Source: an optimization exercise on an open RTL-to-GDS flow (aim: small area and a short achievable clock period). Production flows keep margins and buffers that such runs may drop. In this exercise RTL edits were held to simulation tests only and were not proved equivalent to the original. Power and IR drop assume default switching activity.

`flow/config.mk`:
```
export PLATFORM = sky130hd
export DESIGN_NAME = acc_channel_hub
export DESIGN_NICKNAME = acc_channel_hub
export VERILOG_FILES = /design/flow/design.v
export SDC_FILE = /design/flow/constraint.sdc
export NUM_CORES = 4
export LEC_CHECK = 0
export CAP_MARGIN = 20
export CORE_MARGIN = 2
export CORE_UTILIZATION = 40
export SLEW_MARGIN = 20
```
`flow/run.sh`:
```
#!/bin/bash
# synth_recipe.tcl (not shown) runs the flow's synth.tcl, then flattens the netlist and writes it again
# the make line also repeats each setting of config.mk as NAME=value (left out here)
make -C /OpenROAD-flow-scripts/flow DESIGN_CONFIG=/design/flow/config.mk WORK_HOME=/design/flow/orfs CLKGATE_MAP_FILE= SYNTH_SCRIPT=/design/flow/synth_recipe.tcl finish
```
`flow/design.v`:
```
package acc_hub_pkg;
  typedef enum logic [1:0] {
    StIdle,
    StRun,
    StDone
  } hub_state_e;
  localparam int unsigned DefDw    = 32;
  localparam int unsigned DefDepth = 16;
  function automatic integer ptr_width(input integer depth);
    ptr_width = $clog2(depth) + 1;
  endfunction
endpackage
module sync_fifo #(
  parameter int unsigned Dw    = acc_hub_pkg::DefDw,
  parameter int unsigned Depth = acc_hub_pkg::DefDepth
) (
  input  logic          clk_i,
  input  logic          reset_i,
  input  logic          push_i,
  input  logic [Dw-1:0] din_i,
  input  logic          pop_i,
  output logic [Dw-1:0] dout_o,
  output logic          full_o,
  output logic          empty_o
);
  localparam int unsigned AddrW = $clog2(Depth);
  localparam int unsigned PtrW  = acc_hub_pkg::ptr_width(Depth);
  logic [Dw-1:0]   mem_q [Depth];
  logic [PtrW-1:0] wr_ptr_q, wr_ptr_d;
  logic [PtrW-1:0] rd_ptr_q, rd_ptr_d;
  logic            do_push, do_pop;
  assign full_o  = (wr_ptr_q[PtrW-1] != rd_ptr_q[PtrW-1]) &&
                   (wr_ptr_q[AddrW-1:0] == rd_ptr_q[AddrW-1:0]);
  assign empty_o = (wr_ptr_q == rd_ptr_q);
  assign do_push = push_i & ~full_o;
  assign do_pop  = pop_i & ~empty_o;
  assign dout_o  = mem_q[rd_ptr_q[AddrW-1:0]];
  always_comb begin
    wr_ptr_d = wr_ptr_q + PtrW'(do_push);
    rd_ptr_d = rd_ptr_q + PtrW'(do_pop);
  end
  always_ff @(posedge clk_i) begin
    if (reset_i) begin
      wr_ptr_q <= '0;
      rd_ptr_q <= '0;
    end else begin
      wr_ptr_q <= wr_ptr_d;
      rd_ptr_q <= rd_ptr_d;
    end
  end
  always_ff @(posedge clk_i) begin
    if (do_push) begin
      mem_q[wr_ptr_q[AddrW-1:0]] <= din_i;
    end
  end
endmodule
module acc_channel_hub #(
  parameter int unsigned NCh   = 2,
  parameter int unsigned Dw    = acc_hub_pkg::DefDw,
  parameter int unsigned Depth = acc_hub_pkg::DefDepth,
  parameter int unsigned CntW  = 16
) (
  input  logic              clk_i,
  input  logic              reset_i,
  input  logic              start_i,
  input  logic [2:0]        ch_sel_i,
  input  logic              bypass_i,
  input  logic [CntW-1:0]   word_count_i,
  input  logic              tx_valid_i,
  input  logic [Dw-1:0]     tx_data_i,
  output logic              tx_ready_o,
  output logic              rx_valid_o,
  output logic [Dw-1:0]     rx_data_o,
  input  logic              rx_ready_i,
  output logic              busy_o,
  output logic              done_o,
  output logic              err_sel_o,
  output logic [NCh-1:0]    acc_enable_o,
  input  logic [NCh-1:0]    acc_get_i,
  output logic [NCh*Dw-1:0] acc_data_out_o,
  output logic [NCh-1:0]    to_acc_empty_o,
  input  logic [NCh-1:0]    acc_put_i,
  input  logic [NCh*Dw-1:0] acc_data_in_i,
  output logic [NCh-1:0]    from_acc_full_o,
  output logic [NCh-1:0]    ovf_err_o
);
  localparam int unsigned ChW = (NCh > 1) ? $clog2(NCh) : 1;
  acc_hub_pkg::hub_state_e      state_q;
  logic [ChW-1:0]  ch_q;
  logic            bypass_q;
  logic [CntW-1:0] count_q, sent_q, recv_q;
  logic            done_q, err_sel_q;
  logic [NCh-1:0]  ovf_q, ovf_d, ovf_set;
  logic [NCh-1:0]  to_push, to_full, to_empty;
  logic [NCh-1:0]  from_push, from_pop, from_full, from_empty;
  logic [NCh-1:0]  ch_hit, byp_hit;
  logic [Dw-1:0]   to_head   [NCh];
  logic [Dw-1:0]   from_head [NCh];
  logic [Dw-1:0]   from_din  [NCh];
  logic run, sel_valid, job_start, tx_xfer, rx_xfer;
  assign run       = (state_q == acc_hub_pkg::StRun);
  assign sel_valid = (32'(ch_sel_i) < NCh);
  assign job_start = (state_q == acc_hub_pkg::StIdle) & start_i & sel_valid;
  assign tx_ready_o = run & (sent_q < count_q) &
                      ~(bypass_q ? from_full[ch_q] : to_full[ch_q]);
  assign rx_valid_o = run & ~from_empty[ch_q] & (recv_q < count_q);
  assign rx_data_o  = from_empty[ch_q] ? '0 : from_head[ch_q];
  assign tx_xfer    = tx_valid_i & tx_ready_o;
  assign rx_xfer    = rx_valid_o & rx_ready_i;
  assign busy_o          = (state_q != acc_hub_pkg::StIdle);
  assign done_o          = done_q;
  assign err_sel_o       = err_sel_q;
  assign ovf_err_o       = ovf_q;
  assign to_acc_empty_o  = to_empty;
  assign from_acc_full_o = from_full;
  always_comb begin
    ch_hit         = '0;
    byp_hit        = '0;
    to_push        = '0;
    from_push      = '0;
    from_pop       = '0;
    ovf_set        = '0;
    acc_enable_o   = '0;
    acc_data_out_o = '0;
    for (int unsigned i = 0; i < NCh; i++) begin
      from_din[i]       = acc_data_in_i[i*Dw +: Dw];
      ch_hit[i]         = busy_o && (ch_q == ChW'(i));
      byp_hit[i]        = ch_hit[i] & bypass_q;
      to_push[i]        = tx_xfer & ch_hit[i] & ~bypass_q;
      from_pop[i]       = rx_xfer & ch_hit[i];
      acc_enable_o[i]   = run & ch_hit[i] & ~bypass_q;
      acc_data_out_o[i*Dw +: Dw] = to_empty[i] ? '0 : to_head[i];
      if (byp_hit[i]) begin
        from_push[i] = tx_xfer;
        from_din[i]  = tx_data_i;
      end else begin
        from_push[i] = acc_put_i[i];
        ovf_set[i]   = acc_put_i[i] & from_full[i];
      end
    end
  end
  always_comb begin
    ovf_d = ovf_q | ovf_set;
    if (job_start) begin
      ovf_d[ch_sel_i[ChW-1:0]] = 1'b0;
    end
  end
  always_ff @(posedge clk_i) begin
    if (reset_i) begin
      ovf_q <= '0;
    end else begin
      ovf_q <= ovf_d;
    end
  end
  always_ff @(posedge clk_i) begin
    if (reset_i) begin
      state_q   <= acc_hub_pkg::StIdle;
      ch_q      <= '0;
      bypass_q  <= 1'b0;
      count_q   <= '0;
      sent_q    <= '0;
      recv_q    <= '0;
      done_q    <= 1'b0;
      err_sel_q <= 1'b0;
    end else begin
      done_q    <= 1'b0;
      err_sel_q <= 1'b0;
      case (state_q)
        acc_hub_pkg::StIdle: begin
          if (start_i) begin
            if (sel_valid) begin
              ch_q     <= ch_sel_i[ChW-1:0];
              bypass_q <= bypass_i;
              count_q  <= word_count_i;
              sent_q   <= '0;
              recv_q   <= '0;
              if (word_count_i == '0) begin
                state_q <= acc_hub_pkg::StDone;
                done_q  <= 1'b1;
              end else begin
                state_q <= acc_hub_pkg::StRun;
              end
            end else begin
              err_sel_q <= 1'b1;
            end
          end
        end
        acc_hub_pkg::StRun: begin
          if (tx_xfer) sent_q <= sent_q + CntW'(1);
          if (rx_xfer) recv_q <= recv_q + CntW'(1);
          if ((recv_q + CntW'(rx_xfer)) == count_q) begin
            state_q <= acc_hub_pkg::StDone;
            done_q  <= 1'b1;
          end
        end
        acc_hub_pkg::StDone:  state_q <= acc_hub_pkg::StIdle;
        default: state_q <= acc_hub_pkg::StIdle;
      endcase
    end
  end
  for (genvar g = 0; g < NCh; g++) begin : g_ch
    sync_fifo #(
      .Dw    (Dw),
      .Depth (Depth)
    ) u_to_acc (
      .clk_i   (clk_i),
      .reset_i (reset_i),
      .push_i  (to_push[g]),
      .din_i   (tx_data_i),
      .pop_i   (acc_get_i[g]),
      .dout_o  (to_head[g]),
      .full_o  (to_full[g]),
      .empty_o (to_empty[g])
    );
    sync_fifo #(
      .Dw    (Dw),
      .Depth (Depth)
    ) u_from_acc (
      .clk_i   (clk_i),
      .reset_i (reset_i),
      .push_i  (from_push[g]),
      .din_i   (from_din[g]),
      .pop_i   (from_pop[g]),
      .dout_o  (from_head[g]),
      .full_o  (from_full[g]),
      .empty_o (from_empty[g])
    );
  end
endmodule
```
`flow/constraint.sdc`:
```
create_clock -name core_clock -period 5.0 [get_ports {clk_i}]
set_input_delay 1.0000 -clock core_clock [delete_from_list [all_inputs] [get_ports {clk_i}]]
set_output_delay 1.0000 -clock core_clock [all_outputs]
set_load 0.01 [all_outputs]
```
==> flow_summary.ini <==
[place]
portBuffers = 233
gp_congestion = 0.8311
placed_cell_area_sq_um = 91550
dp_slack_ps = 671.6
dp_hpwl_um = 125600

[synth]
ys_seq_area_share_pct = 75.16
synth_area_sq_um = 84380
synth_cells = 3882
yosysWarningCount = 6
async_flop_share_pct = 0
ys.flop_type = edfxtp_1
yosysUniqueCellTypes = 59
synth-seq-cells = 2144
post_synth.cell_area_avg_sq_um = 21.74
synth_edf_count = 2048
syn-num-nets = 4057

[critical_path]
critPathKind = reg -> out
cp.required_ps = 4000
worstPathCellList = inv_1, ha_1, a211oi_2, nor2_1, or4_1, a311o_1, nor4_4, clkdlybuf4s50_1
crit_arrival_ps = 3820
start_kind = register
crit_path_max_incr_delay_ps = 610
critPathMaxFanout = 5
cpMaxStageDelayCell = clkdlybuf4s50_1
worstSetupEndpointType = output port

[grt]
grt_pass1_wl_um = 303700
grt_pass1_vias = 41406
grt_max_degree = 131
antenna_found_initial = 30
overflow = 0
grtUsageTotal_pct = 19.77

[cells_and_area]
fill_cells = 17245
layout_common_cells = edfxtp_1, mux4_2, clkbuf_16
final_net_count = 4440
multi_input_area_sq_um = 20660
syn2layout_area_growth_pct = 16.41
final_cell_area_sq_um = 98220
regArea_sq_um = 63470
final_common_cell = edfxtp_1
layout-drive-gt1-share_pct = 29.07
finalCoreUtilization_pct = 46.87

[power]
irDropWorstVdd_v = 0.0004154
total_power_mw = 36.13
p_per_area_nw_per_um2 = 367.8
p_leak_nw = 29.90

[routing]
drtAntennaViolNets = 0
vias_per_cell = 5.600
drc = 0
wl_per_cell_um = 29.41
num_vias = 40680
drtIter0Drc = 4424
first_pass_iters = 8
wl_um = 213700

[die]
io_pins = 234
die_h_um = 463.3
dieArea_sq_um = 214600
rows = 168
core_area_sq_um = 209600
die_w_um = 463.3
start_util_pct = 40.26

[sta]
worstMarginPinSlew_ps = 1068
setup_tns_ps = 0
fin_ws_ps = 176.3
period_needed_ps = 4824
rsz0062_at_grt = no
fmax_mhz = 207.3
final-setup-viol-count = 0
slew_headroom_pct = 28.79
slew_viol_final = 0
finalHoldViolCount = 0
finClkSkew_ps = 29.63
final.period_utilization_pct = 96.47

[clocking]
cts_buffers = 210
clock_latency_ps = 850
cts-htree-levels = 4
clkSinkCount = 2144
root_buffer = clkbuf_16
cts_setup_buffers = 0
clk_pin_slew_ps = 60
max-clock-path-buffers = 3
cts_tree = built

[hold_path]
min_path_type = reg -> reg

[run]
max-cap-violations = 0

[outcome]
status = no timing/DRC/antenna violations
==> per-layer routing <==
layer | vias to the layer above | share of wire (%) | GRT usage, %
li1 | 17071 | - | -
met1 | 21858 | 41 | 27.47
met2 | 1465 | 48 | 31.44
met3 | 282 | 7.3 | 3.833
met4 | 4 | 3.2 | 6.600
met5 | - | 0.013 | 0
==> path summary, 6_finish.rpt <==
check / start / endpoint / slack (ps) / cells past startpoint
setup / recovery: count_q[13] / tx_ready_o / 180 / 8
hold / removal: count_q[2] / count_q[2] / 490 / 2
setup reg to reg: recv_q[9] / state_q[0] / 610 / 16
hold reg to reg: count_q[2] / count_q[2] / 490 / 2
==> logic make-up after synthesis <==
group | after synthesis | synth area share, %
buffers and inverters | 257 | 1.203
AND/OR/NAND/NOR | 492 | 3.007
AO/OA/AOI/OAI | 161 | 1.170
flip-flops | 2144 | 75.16
multiplexers | 709 | 18.00
adder cells (fa/ha/maj) | 50 | 0.7414
XOR/XNOR | 69 | 0.7162
==> worst max-delay path, delay by kind of cell (launching register included) <==
kind,cells,cell delay (ps)
compound gates,2,620
simple gates,3,990
buf+inv,2,700
fa+ha+maj,1,320
flops,1,370
==> synth_stat cells (all sizes together) (5+ instances only) <==
cell | count | area share, %
nor3 | 54 | 0.32
nand2 | 137 | 0.61
a211oi | 5 | 0.050
nor4 | 27 | 0.23
a21o | 9 | 0.080
edfxtp | 2048 | 73
inv | 28 | 0.12
a21oi | 69 | 0.41
nand3 | 39 | 0.23
dfxtp | 96 | 2.3
nand4 | 18 | 0.13
mux4 | 640 | 17
xor2 | 32 | 0.33
nor2b | 86 | 0.64
buf | 94 | 0.47
nor2 | 65 | 0.29
xnor2 | 37 | 0.38
clkbuf | 134 | 0.60
and3 | 12 | 0.089
or2 | 5 | 0.037
o21ai | 32 | 0.19
nand2b | 21 | 0.16
nor4b | 9 | 0.11
a31oi | 8 | 0.059
o31ai | 13 | 0.12
mux2 | 66 | 0.88
ha | 50 | 0.74
==> power breakdown <==
| group | internal [mW] | switching (mW) | total [mW] |
|---|---|---|---|
| logic | 0.331 | 0.733 | 1.06 |
| registers | 19.8 | 0.0403 | 19.8 |
| clock network | 8.58 | 6.68 | 15.3 |
| total | 28.7 | 7.45 | 36.1 |
==> cell type report <==
cell class              count  share of cell area [%]
repair buffers            399                   3.893
flip-flops and latches   2144                   64.62
inverters                  29                  0.1108
diodes                     15                 0.03822
well taps                2805                   3.573
clock buffers             270                   5.707
multi-input cells        1481                   21.04
clock inverters           121                   1.027
==> sequential cells by signal, summed over array words and instances, names as in the netlist <==
name / cells
g_ch.u_from_acc.mem_q: 1024
g_ch.u_to_acc.mem_q: 1024
count_q: 16
recv_q: 16
sent_q: 16
g_ch.u_from_acc.rd_ptr_q: 10
g_ch.u_from_acc.wr_ptr_q: 10
g_ch.u_to_acc.rd_ptr_q: 10
g_ch.u_to_acc.wr_ptr_q: 10
ovf_q: 2
state_q: 2
bypass_q: 1
ch_q: 1
done_q: 1
err_sel_q: 1
==> repair_timing <==
item                       in CTS  in global routing
setup endpoints to repair       2                  0
hold buffers                    0                  0
resized for setup               3                  0
==> per-stage QoR <==
stage,hold slack [ps],cells
final,489.1,7264
after global routing,482.8,7258
after CTS,440.2,7249
after detailed placement,480.9,6858
after global placement,472.6,6858
after floorplan,457.8,3882

==> port drivers added, routing unchanged <==
Ports are ideal in the flow. The routed layout listed here was re-timed in OpenROAD.
Step 1: set_driving_cell puts a clkbuf_16 on clk_i and a buf_2 on each other input, an assumption about the parent block.
Step 2 also shifts input and output timing later by t, the mid clock arrival at the registers, as if the neighbouring blocks saw the same clock.
Three values: ideal ports, drivers, drivers and shift; two values: the first two.
t (ns): 0.919
setup slack, ns: 0.176 / 0.089 / 0.614
worst register clock-pin slew, ns: 0.07 / 0.07
After both steps setup and hold are still met in this run. For this run, drivers alone change the setup slack by -0.087 ns; drivers and shift together by +0.438 ns.
